This design comes from an exercise in tuning for small area, a short achievable clock period and few clock cycles on the open sky130 flow, not from production work.
RTL that was checked went through simulation tests only; none was proved equivalent to the original.
No activity file was given, so power comes from the tool's default toggle rates.

==> run a <==
## pcpi_systolic_mmul
module pcpi_systolic_mmul #(
  parameter int N    = 3,
  parameter int DW   = 16,
  parameter int ACCW = 2*DW+$clog2(N)+1
) (
  input  logic        clk,
  input  logic        resetn,
  input  logic        pcpi_valid,
  input  logic [31:0] pcpi_insn,
  input  logic [31:0] pcpi_rs1,
  input  logic [31:0] pcpi_rs2,
  output logic        pcpi_wr,
  output logic [31:0] pcpi_rd,
  output logic        pcpi_wait,
  output logic        pcpi_ready
);
Settings: LEC_CHECK=0, CAP_MARGIN=20, CORE_MARGIN=2, CORE_UTILIZATION=55, CTS_BUF_LIST=sky130_fd_sc_hd__clkbuf_16, CTS_CLUSTER_DIAMETER=60, CTS_CLUSTER_SIZE=26, PLACE_DENSITY=0.7, SLEW_MARGIN=20; clock period 14.0 ns.
standard.sh (not shown) runs the stock make flow with config.mk's settings and CLKGATE_MAP_FILE= SYNTH_SCRIPT=/design/flow/synth_recipe.tcl, a recipe that flattens the netlist after the stock synthesis.
==> flow/flow/run.sh <==
#!/bin/bash
set -euo pipefail
export SETUP_SLACK_MARGIN=10.0
export BUFFER_PORTS_ARGS="-buffer_cell sky130_fd_sc_hd__buf_4"
bash standard.sh > standard.log 2>&1
==> run b: changes against run a <==
--- a/flow/design.v
+++ b/flow/design.v
@@ -865,34 +865,55 @@
   logic          rst_q;        
   logic          w_pend;       
   logic [1:0]    w_mat;        
   logic [8:0]    w_oh;         
   logic [2:0]    w_r, w_c;     
   logic [15:0]   w_data;       
   logic        s1_act;
   logic [8:0]  s1_tgt;
-  logic [8:0] tgt0;
-  always_comb
-    tgt0 = (w_mat == 2'd0) ? {2'b00, w_r[2], 2'b00, w_r[1], 2'b00, w_r[0]} : {6'd0, w_c};
+  logic [8:0] tgt0, oh0;
+  always_comb begin
+    if (w_mat == 2'd0) begin
+      tgt0 = {2'b00, w_r[2], 2'b00, w_r[1], 2'b00, w_r[0]};
+      oh0  = {2'b00, w_c[2], 2'b00, w_c[1], 2'b00, w_c[0]};
+    end else begin
+      tgt0 = {6'd0, w_c};
+      oh0  = {6'd0, w_r};
+    end
+  end
   logic       nx_isa;          
   logic       nx_bias;         
   logic [1:0] nx_cnt;          
+  logic [8:0] nx_oh;
+  logic [8:0] nx_aoh;
+  logic [2:0] s1_r, nx_m;
+  always_comb begin
+    s1_r = {|s1_tgt[8:6], |s1_tgt[5:3], |s1_tgt[2:0]};
+    nx_m = {|nx_oh[8:6], |nx_oh[5:3], |nx_oh[2:0]};
+    nx_aoh = {{3{s1_r[2]}} & nx_m, {3{s1_r[1]}} & nx_m, {3{s1_r[0]}} & nx_m};
+  end
   logic ld0, ld_ab, ld_bias, step, step_bias;
   assign ld0       = w_pend && (w_mat != 2'd3);
   assign ld_ab     = w_pend && !w_mat[1];
   assign ld_bias   = w_pend && (w_mat == 2'd2);
   assign step      = !ld0 && (nx_cnt != 2'd0);
   assign step_bias = step && nx_bias;
   logic [8:0]  sel_a, sel_b;
   logic [15:0] mux_a, mux_b, m_val, op_val;
   logic        m_from_b;
   logic [16:0] delta, mcand;
   always_comb begin
     m_from_b = ld_ab ? (w_mat == 2'd1) : (step && !nx_isa);
+    if (ld_bias)   sel_a = {2'b00, w_r[2], 2'b00, w_r[1], 2'b00, w_r[0]};   
+    else if (ld_ab) sel_a = (w_mat == 2'd0) ? w_oh : oh0;
+    else           sel_a = nx_isa ? nx_aoh : nx_oh;
+    if (ld_bias)   sel_b = {6'd0, w_c};                                       
+    else if (ld_ab) sel_b = (w_mat == 2'd1) ? w_oh : oh0;
+    else           sel_b = nx_oh;
     mux_a = '0;
     mux_b = '0;
     for (int k = 0; k < NN; k++) begin
       mux_a = mux_a | ({16{sel_a[k]}} & a_m[k]);
       mux_b = mux_b | ({16{sel_b[k]}} & b_m[k]);
     end
     m_val  = m_from_b ? mux_b : mux_a;
     op_val = m_from_b ? mux_a : mux_b;
@@ -1018,59 +1039,31 @@
     end else if (ld0) begin
       s1_act   <= 1'b1;
       s1_delta <= mcand;
       s1_tgt   <= ld_bias ? w_oh : tgt0;
       s1_xm    <= ld_bias ? 2'd1 : (s1_act && (s1_tgt & tgt0) != '0) ? 2'd2 : 2'd0;
       nx_cnt   <= 2'd2;
       nx_isa   <= (w_mat != 2'd1);
       nx_bias  <= ld_bias;
+      nx_oh    <= (w_mat == 2'd1) ? rot_col(oh0) : (w_mat == 2'd0) ? rot_row(oh0) : rot_col({6'd0, w_c});
     end else if (step) begin
       s1_act <= 1'b1;
       if (nx_bias) s1_delta <= mcand;
       s1_tgt <= nx_bias ? s1_tgt : nx_isa ? rot_row(s1_tgt) : rot_col(s1_tgt);
       s1_xm  <= nx_bias ? 2'd2 : 2'd0;
       nx_cnt <= nx_cnt - 2'd1;
+      nx_oh  <= nx_isa ? (nx_bias ? rot_col(nx_oh) : rot_row(nx_oh)) : rot_col(nx_oh);
     end else begin
       s1_act <= 1'b0;
     end
     s1_one <= b_one;
     s1_two <= b_two;
     s1_neg <= b_neg;
   end
-  logic [2:0] i_r, i_c;
-  logic       rot_a, rot_b, bias_now;
-  always_comb begin
-    i_r = {idx_oh[8] | idx_oh[7] | idx_oh[6], idx_oh[5] | idx_oh[4] | idx_oh[3], idx_oh[2] | idx_oh[1] | idx_oh[0]};
-    i_c = {idx_oh[8] | idx_oh[5] | idx_oh[2], idx_oh[7] | idx_oh[4] | idx_oh[1], idx_oh[6] | idx_oh[3] | idx_oh[0]};
-    rot_a    = ld0 ? (w_mat != 2'd0) : (step && (!nx_isa || nx_bias));
-    rot_b    = ld0 ? (w_mat != 2'd1) : (step && nx_isa);
-    bias_now = ld0 ? ld_bias : nx_bias;
-  end
-  always_ff @(posedge clk) begin
-    if (f_write) begin
-      case (idx[7:6])
-        2'd0: begin                                    
-          sel_a <= idx_oh;
-          sel_b <= {2'b00, i_c[2], 2'b00, i_c[1], 2'b00, i_c[0]};
-        end
-        2'd1: begin                                    
-          sel_a <= {6'd0, i_r};
-          sel_b <= idx_oh;
-        end
-        default: begin                                 
-          sel_a <= {2'b00, i_r[2], 2'b00, i_r[1], 2'b00, i_r[0]};
-          sel_b <= {6'd0, i_c};
-        end
-      endcase
-    end else begin
-      if (rot_a) sel_a <= bias_now ? rot_row(sel_a) : rot_col(sel_a);
-      if (rot_b) sel_b <= bias_now ? rot_col(sel_b) : rot_row(sel_b);
-    end
-  end
   always_ff @(posedge clk) begin
     if (!resetn) begin
       s2_tgt <= '0;
       s2_s   <= '0;
       s2_c   <= '0;
     end else begin
       s2_tgt <= s1_act ? s1_tgt : 9'd0;
       s2_s   <= pp_s;
==> flow/flow/run.sh (replaced) <==
#!/bin/bash
set -euo pipefail
export SETUP_SLACK_MARGIN=9.8
export BUFFER_PORTS_ARGS="-buffer_cell sky130_fd_sc_hd__buf_4"
bash standard.sh > standard.log 2>&1
- CORE_UTILIZATION: 55 -> 40
- CTS_CLUSTER_SIZE: 26 -> 20
- PLACE_DENSITY: 0.7 -> default
==> run c: changes against run a <==
--- a/flow/design.v
+++ b/flow/design.v
@@ -818,21 +818,18 @@
 );
   localparam int NN = 9;
   localparam int PW = 33;
   logic [15:0]   a_m    [NN];
   logic [15:0]   b_m    [NN];
   logic [15:0]   thresh;
   logic [PW-1:0] cp     [NN];
   logic [PW-1:0] c_m    [NN];    
+  logic [NN-1:0] c_ovf;          
   logic          c_zero;         
-  function automatic logic [31:0] sat32(input logic [PW-1:0] v);
-    if (v[32] != v[31]) sat32 = v[32] ? 32'h8000_0000 : 32'h7fff_ffff;
-    else                sat32 = v[31:0];
-  endfunction
   function automatic logic [8:0] rot_row(input logic [8:0] x);
     rot_row = {x[7:6], x[8], x[4:3], x[5], x[1:0], x[2]};
   endfunction
   function automatic logic [8:0] rot_col(input logic [8:0] x);
     rot_col = {x[5:0], x[8:6]};
   endfunction
   logic [2:0] f3;
   logic       is_op, blocked;
@@ -849,23 +846,26 @@
   logic       hi_zero, w_ok;
   assign idx     = pcpi_rs1[7:0];
   assign hi_zero = (pcpi_rs1[31:8] == '0);
   always_comb
     for (int k = 0; k < NN; k++) idx_oh[k] = (idx[3:0] == 4'(k));
   assign w_ok    = hi_zero && (((idx[7:6] != 2'b11) && (idx[5:4] == 2'b00) && (|idx_oh))
                                || (idx == pcpi_mmul_pkg::REG_THRESH));
   logic [PW-1:0] rd_raw;
+  logic          rd_ovf;
   logic [31:0]   rd_val;
   always_comb begin
     rd_raw = '0;
-    for (int k = 0; k < NN; k++)
+    rd_ovf = 1'b0;
+    for (int k = 0; k < NN; k++) begin
       rd_raw = rd_raw | (c_m[k] & {PW{idx_oh[k]}});
-    rd_val = sat32(rd_raw);
-    if (idx[7:4] != 4'd0 || c_zero) rd_val = '0;
+      rd_ovf = rd_ovf | (c_ovf[k] & idx_oh[k]);
+    end
+    rd_val = rd_ovf ? {rd_raw[32], {31{~rd_raw[32]}}} : rd_raw[31:0];
   end
   logic          rst_q;        
   logic          w_pend;       
   logic [1:0]    w_mat;        
   logic [8:0]    w_oh;         
   logic [2:0]    w_r, w_c;     
   logic [15:0]   w_data;       
   logic        s1_act;
@@ -964,17 +964,18 @@
   logic [8:0] mask;
   always_comb
     for (int k = 0; k < NN; k++) mask[k] = ge_t(cp[k], thresh);
   logic run_pend, busy, answer;
   assign busy   = w_pend || s1_act || (nx_cnt != '0) || (s2_tgt != '0);
   assign answer = run_pend && !busy;
   always_ff @(posedge clk) begin
     pcpi_wr <= f3[1];
-    pcpi_rd <= f3[0] ? {23'd0, mask} : rd_val;
+    pcpi_rd <= (rd_val & {32{(idx[7:4] == 4'd0) && !c_zero && !answer}})
+             | ({23'd0, mask} & {32{answer}});
     w_mat   <= idx[7:6];
     w_oh    <= idx_oh;
     w_r     <= {idx_oh[8] | idx_oh[7] | idx_oh[6], idx_oh[5] | idx_oh[4] | idx_oh[3], idx_oh[2] | idx_oh[1] | idx_oh[0]};
     w_c     <= {idx_oh[8] | idx_oh[5] | idx_oh[2], idx_oh[7] | idx_oh[4] | idx_oh[1], idx_oh[6] | idx_oh[3] | idx_oh[0]};
     if (!resetn || f_write) w_data <= resetn ? pcpi_rs2[15:0] : 16'd0;
     if (!resetn) begin
       rst_q      <= 1'b1;
       blocked    <= 1'b0;
@@ -997,17 +998,20 @@
         pcpi_wait <= 1'b0;
       end
     end
   end
   always_ff @(posedge clk) begin
     if (!resetn || f_clear) c_zero <= 1'b1;
     else if (answer)        c_zero <= 1'b0;
     for (int k = 0; k < NN; k++)
-      if (answer) c_m[k] <= cp[k];
+      if (answer) begin
+        c_m[k]   <= cp[k];
+        c_ovf[k] <= cp[k][32] ^ cp[k][31];
+      end
   end
   always_ff @(posedge clk) begin
     for (int k = 0; k < NN; k++) begin
       if (rst_q || (w_pend && w_mat == 2'd0 && w_oh[k])) a_m[k] <= w_data;
       if (rst_q || (w_pend && w_mat == 2'd1 && w_oh[k])) b_m[k] <= w_data;
     end
     if (rst_q || (w_pend && w_mat == 2'd3)) thresh <= w_data;
   end
==> flow/flow/run.sh (replaced) <==
#!/bin/bash
set -euo pipefail
export SETUP_SLACK_MARGIN=9.8
export BUFFER_PORTS_ARGS="-buffer_cell sky130_fd_sc_hd__buf_4"
bash standard.sh > standard.log 2>&1
- CORE_UTILIZATION: 55 -> 40
- CTS_CLUSTER_SIZE: 26 -> 20
- PLACE_DENSITY: 0.7 -> default
==> notes <==
- Run a finished clean. Run b passed the timing, design-rule and antenna checks. Run c produced a clean layout.
- The lowest utilization belongs to run b, the highest to run a.
- Synthesized cell count is about the same in run c and run a.
- The highest final cell count belongs to run c, the lowest to run a.
- Non-clock buffer count: run a > run c > run b.
- Of run c and run a, run a has the higher combinational power (gap 5.9%, measured against run a).
==> figures <==
metric                                                         run b           run a           run c
Outcome                                               finished clean  finished clean  finished clean
Placed standard-cell area                                 0.0552 mm2      0.0550 mm2      0.0560 mm2
Normalized max-slew margin                                     13.1%           15.6%           21.1%
Initial Util                                                   40.4%           55.6%           40.4%
Core utilization of the finished layout                        46.4%           65.3%           46.5%
Vias per cell                                                   6.10            6.86            6.08
Number of buffers and inverters on the critical path               2               4               3
Post-synth net total                                            4284            4355            4377
Capturing instance or port of the critical path         s1_delta[13]      pcpi_rd[6]      pcpi_rd[1]
Fraction of layout cells with a size suffix above 1            15.4%           19.3%           14.3%
Post-layout net count                                           4412            4571            4493
Hpwl dp                                                       112 mm          114 mm          110 mm
Testbench counts of run a, summed over its fixed seeds: cycles 19,035.
Testbench counts of run b, summed over its fixed seeds: cycles 19,035.
Testbench counts of run c, summed over its fixed seeds: cycles 19,035.

* * *

==> v7: inputs <==
pcpi_systolic_mmul, a different RTL version from the one above (not shown whole).
export LEC_CHECK = 0
export CAP_MARGIN = 20
export CORE_MARGIN = 2
export CORE_UTILIZATION = 40
export SLEW_MARGIN = 20
create_clock -name core_clock -period 14.0 [get_ports {clk}]
run.sh (not shown) runs the stock make flow with config.mk's settings and CLKGATE_MAP_FILE= SYNTH_SCRIPT=/design/flow/synth_recipe.tcl, a recipe that flattens the netlist after the stock synthesis.
Stock flow here: none of the scripts above is used.
==> inputs of v18, as changes to v7 <==
--- a/flow/design.v
+++ b/flow/design.v
@@ -555,11 +555,16 @@
   logic [15:0]   a_m    [NN];
   logic [15:0]   b_m    [NN];
   logic [15:0]   bias_m [NN];
   logic [15:0]   thresh;
   logic [PW-1:0] cp     [NN];
-  logic [31:0]   c_m    [NN];
+  logic [PW-1:0] c_m    [NN];    
+  logic          c_zero;         
+  function automatic logic [31:0] sat32(input logic [PW-1:0] v);
+    if (v[32] != v[31]) sat32 = v[32] ? 32'h8000_0000 : 32'h7fff_ffff;
+    else                sat32 = v[31:0];
+  endfunction
   logic [2:0] f3;
   logic       is_op, blocked;
   logic       f_write, f_read, f_run, f_clear, accept;
   assign f3      = pcpi_insn[14:12];
   assign is_op   = pcpi_valid && (pcpi_insn[6:0] == pcpi_mmul_pkg::OPC_CUSTOM0) && !blocked;
@@ -575,16 +580,18 @@
   assign hi_zero = (pcpi_rs1[31:8] == '0);
   always_comb
     for (int k = 0; k < NN; k++) idx_oh[k] = (idx[3:0] == 4'(k));
   assign w_ok    = hi_zero && (((idx[7:6] != 2'b11) && (idx[5:4] == 2'b00) && (|idx_oh))
                                || (idx == pcpi_mmul_pkg::REG_THRESH));
-  logic [31:0] rd_val;
+  logic [PW-1:0] rd_raw;
+  logic [31:0]   rd_val;
   always_comb begin
-    rd_val = '0;
+    rd_raw = '0;
     for (int k = 0; k < NN; k++)
-      rd_val = rd_val | (c_m[k] & {32{idx_oh[k]}});
-    if (idx[7:4] != 4'd0) rd_val = '0;
+      rd_raw = rd_raw | (c_m[k] & {PW{idx_oh[k]}});
+    rd_val = sat32(rd_raw);
+    if (idx[7:4] != 4'd0 || c_zero) rd_val = '0;
   end
   logic          rst_q;        
   logic          w_pend;       
   logic [1:0]    w_mat;        
   logic [8:0]    w_oh;         
@@ -684,14 +691,10 @@
     if (v[32:15] == '0 || v[32:15] == '1)
       ge_t = ge16({~v[15], v[14:0]}, {~t[15], t[14:0]});
     else
       ge_t = ~v[32];
   endfunction
-  function automatic logic [31:0] sat32(input logic [PW-1:0] v);
-    if (v[32] != v[31]) sat32 = v[32] ? 32'h8000_0000 : 32'h7fff_ffff;
-    else                sat32 = v[31:0];
-  endfunction
   logic [8:0] mask;
   always_comb
     for (int k = 0; k < NN; k++) mask[k] = ge_t(cp[k], thresh);
   logic run_pend, busy, answer;
   assign busy   = w_pend || s1_act || (s2_tgt != '0);
@@ -724,13 +727,14 @@
         pcpi_wait <= 1'b0;
       end
     end
   end
   always_ff @(posedge clk) begin
+    if (!resetn || f_clear) c_zero <= 1'b1;
+    else if (answer)        c_zero <= 1'b0;
     for (int k = 0; k < NN; k++)
-      if (!resetn || f_clear || answer)
-        c_m[k] <= (resetn && answer) ? sat32(cp[k]) : 32'd0;
+      if (answer) c_m[k] <= cp[k];
   end
   always_ff @(posedge clk) begin
     for (int k = 0; k < NN; k++) begin
       if (rst_q || (w_pend && w_mat == 2'd0 && w_oh[k])) a_m[k]    <= w_data;
       if (rst_q || (w_pend && w_mat == 2'd1 && w_oh[k])) b_m[k]    <= w_data;
==> flow/flow/run.sh (new file) <==
#!/bin/bash
set -euo pipefail
export SETUP_SLACK_MARGIN=9.6
bash standard.sh > standard.log 2>&1
==> flow/standard.sh (new file) <==
#!/bin/bash
# synth_recipe.tcl (not shown) runs the flow's synth.tcl, then flattens the netlist and writes it again
# the make line also repeats each setting of config.mk as NAME=value (left out here)
make -C /OpenROAD-flow-scripts/flow DESIGN_CONFIG=/design/flow/config.mk WORK_HOME=/design/flow/orfs CLKGATE_MAP_FILE= SYNTH_SCRIPT=/design/flow/synth_recipe.tcl "${@:-finish}"
removed: flow/run.sh
==> comparison table <==
	v7	v18
Run status	timing/DRC/antenna clean	timing/DRC/antenna clean
Net switching share of the total power	0.400	0.372
Met2 GRT Util	0.420	0.391
Mean instance size in the synthesized netlist	11.6 um2	13.0 um2
Cell variety after synth	83	75
Global-route wire length before repair	318000 um	278000 um
Post-synthesis adder-cell area fraction	0.0664	0.0659
FF+latch count	1241	1251
Clk sinks	1241	1251
Multi-input gate area in the final layout	24700 um2	21400 um2
Horizontal die dimension	399 um	385 um
GRT Resource Usage Total	0.276	0.260
Launch point of the critical path	w_mat[0]$_DFF_P_	s2_tgt[4]$_SDFF_PN0_
Final WS setup	7.96 ns	9.54 ns
Multi-input logic portion of the cell area	0.351	0.315
Combinational logic power	5.73 mW	5.32 mW
Pint	9.52 mW	9.67 mW
Floorplan die area	160000 um2	148000 um2
Post-DR wirelength/cell	29.8 um	29.9 um
Period utilization	0.431	0.318
Required time reported for the critical path endpoint	14.48 ns	14.66 ns
WP buf/inv	2	4
Count of cells along the worst register-to-register path	15	17
Routed metal-1 wire length	86600 um	78200 um
Post-detailed-placement cell area	65600 um2	61300 um2
Testbench counts of v7, summed over its fixed seeds: cycles 19,035.
No functional check of the RTL was part of v18.

[re-timing with driven ports]
The results above use ideal ports. As a check the final layouts listed here were re-extracted and re-timed, cells and wires unchanged.
Step 1 sets driving cells, clkbuf_16 on the clock port and buf_2 on the other inputs (assumed; they add their load-dependent delay and slew).
Step 2 times the ports against the registers' clock, not the clock port: input delays grow and output delays shrink by t, the midpoint of the rising clock arrivals with the driver on.
Three values: no drivers, after step 1, after step 2; two values: the first two.
run | shift t [ns] | setup slack, ns | worst setup path after step 2 | worst register clock-pin slew, ns | cell pins on the clock port's net
run a | 0.766 | 9.637 / 9.575 / 8.809 | input to register | 0.10 / 0.10 | 1
run b | 0.780 | 8.772 / 8.772 / 8.772 | register to register | 0.08 / 0.08 | 1
run c | 0.776 | 9.760 / 9.719 / 8.943 | input to register | 0.09 / 0.09 | 1
v7 | 0.845 | 7.965 / 7.965 / 7.611 | input to register | 0.07 / 0.07 | 1
v18 | 0.846 | 9.544 / 9.544 / 8.784 | input to register | 0.06 / 0.06 | 1
After both steps setup and hold are still met in every run listed. The setup slack of run a, which loses most, moves by -0.062 ns with the drivers and by -0.828 ns with both steps.
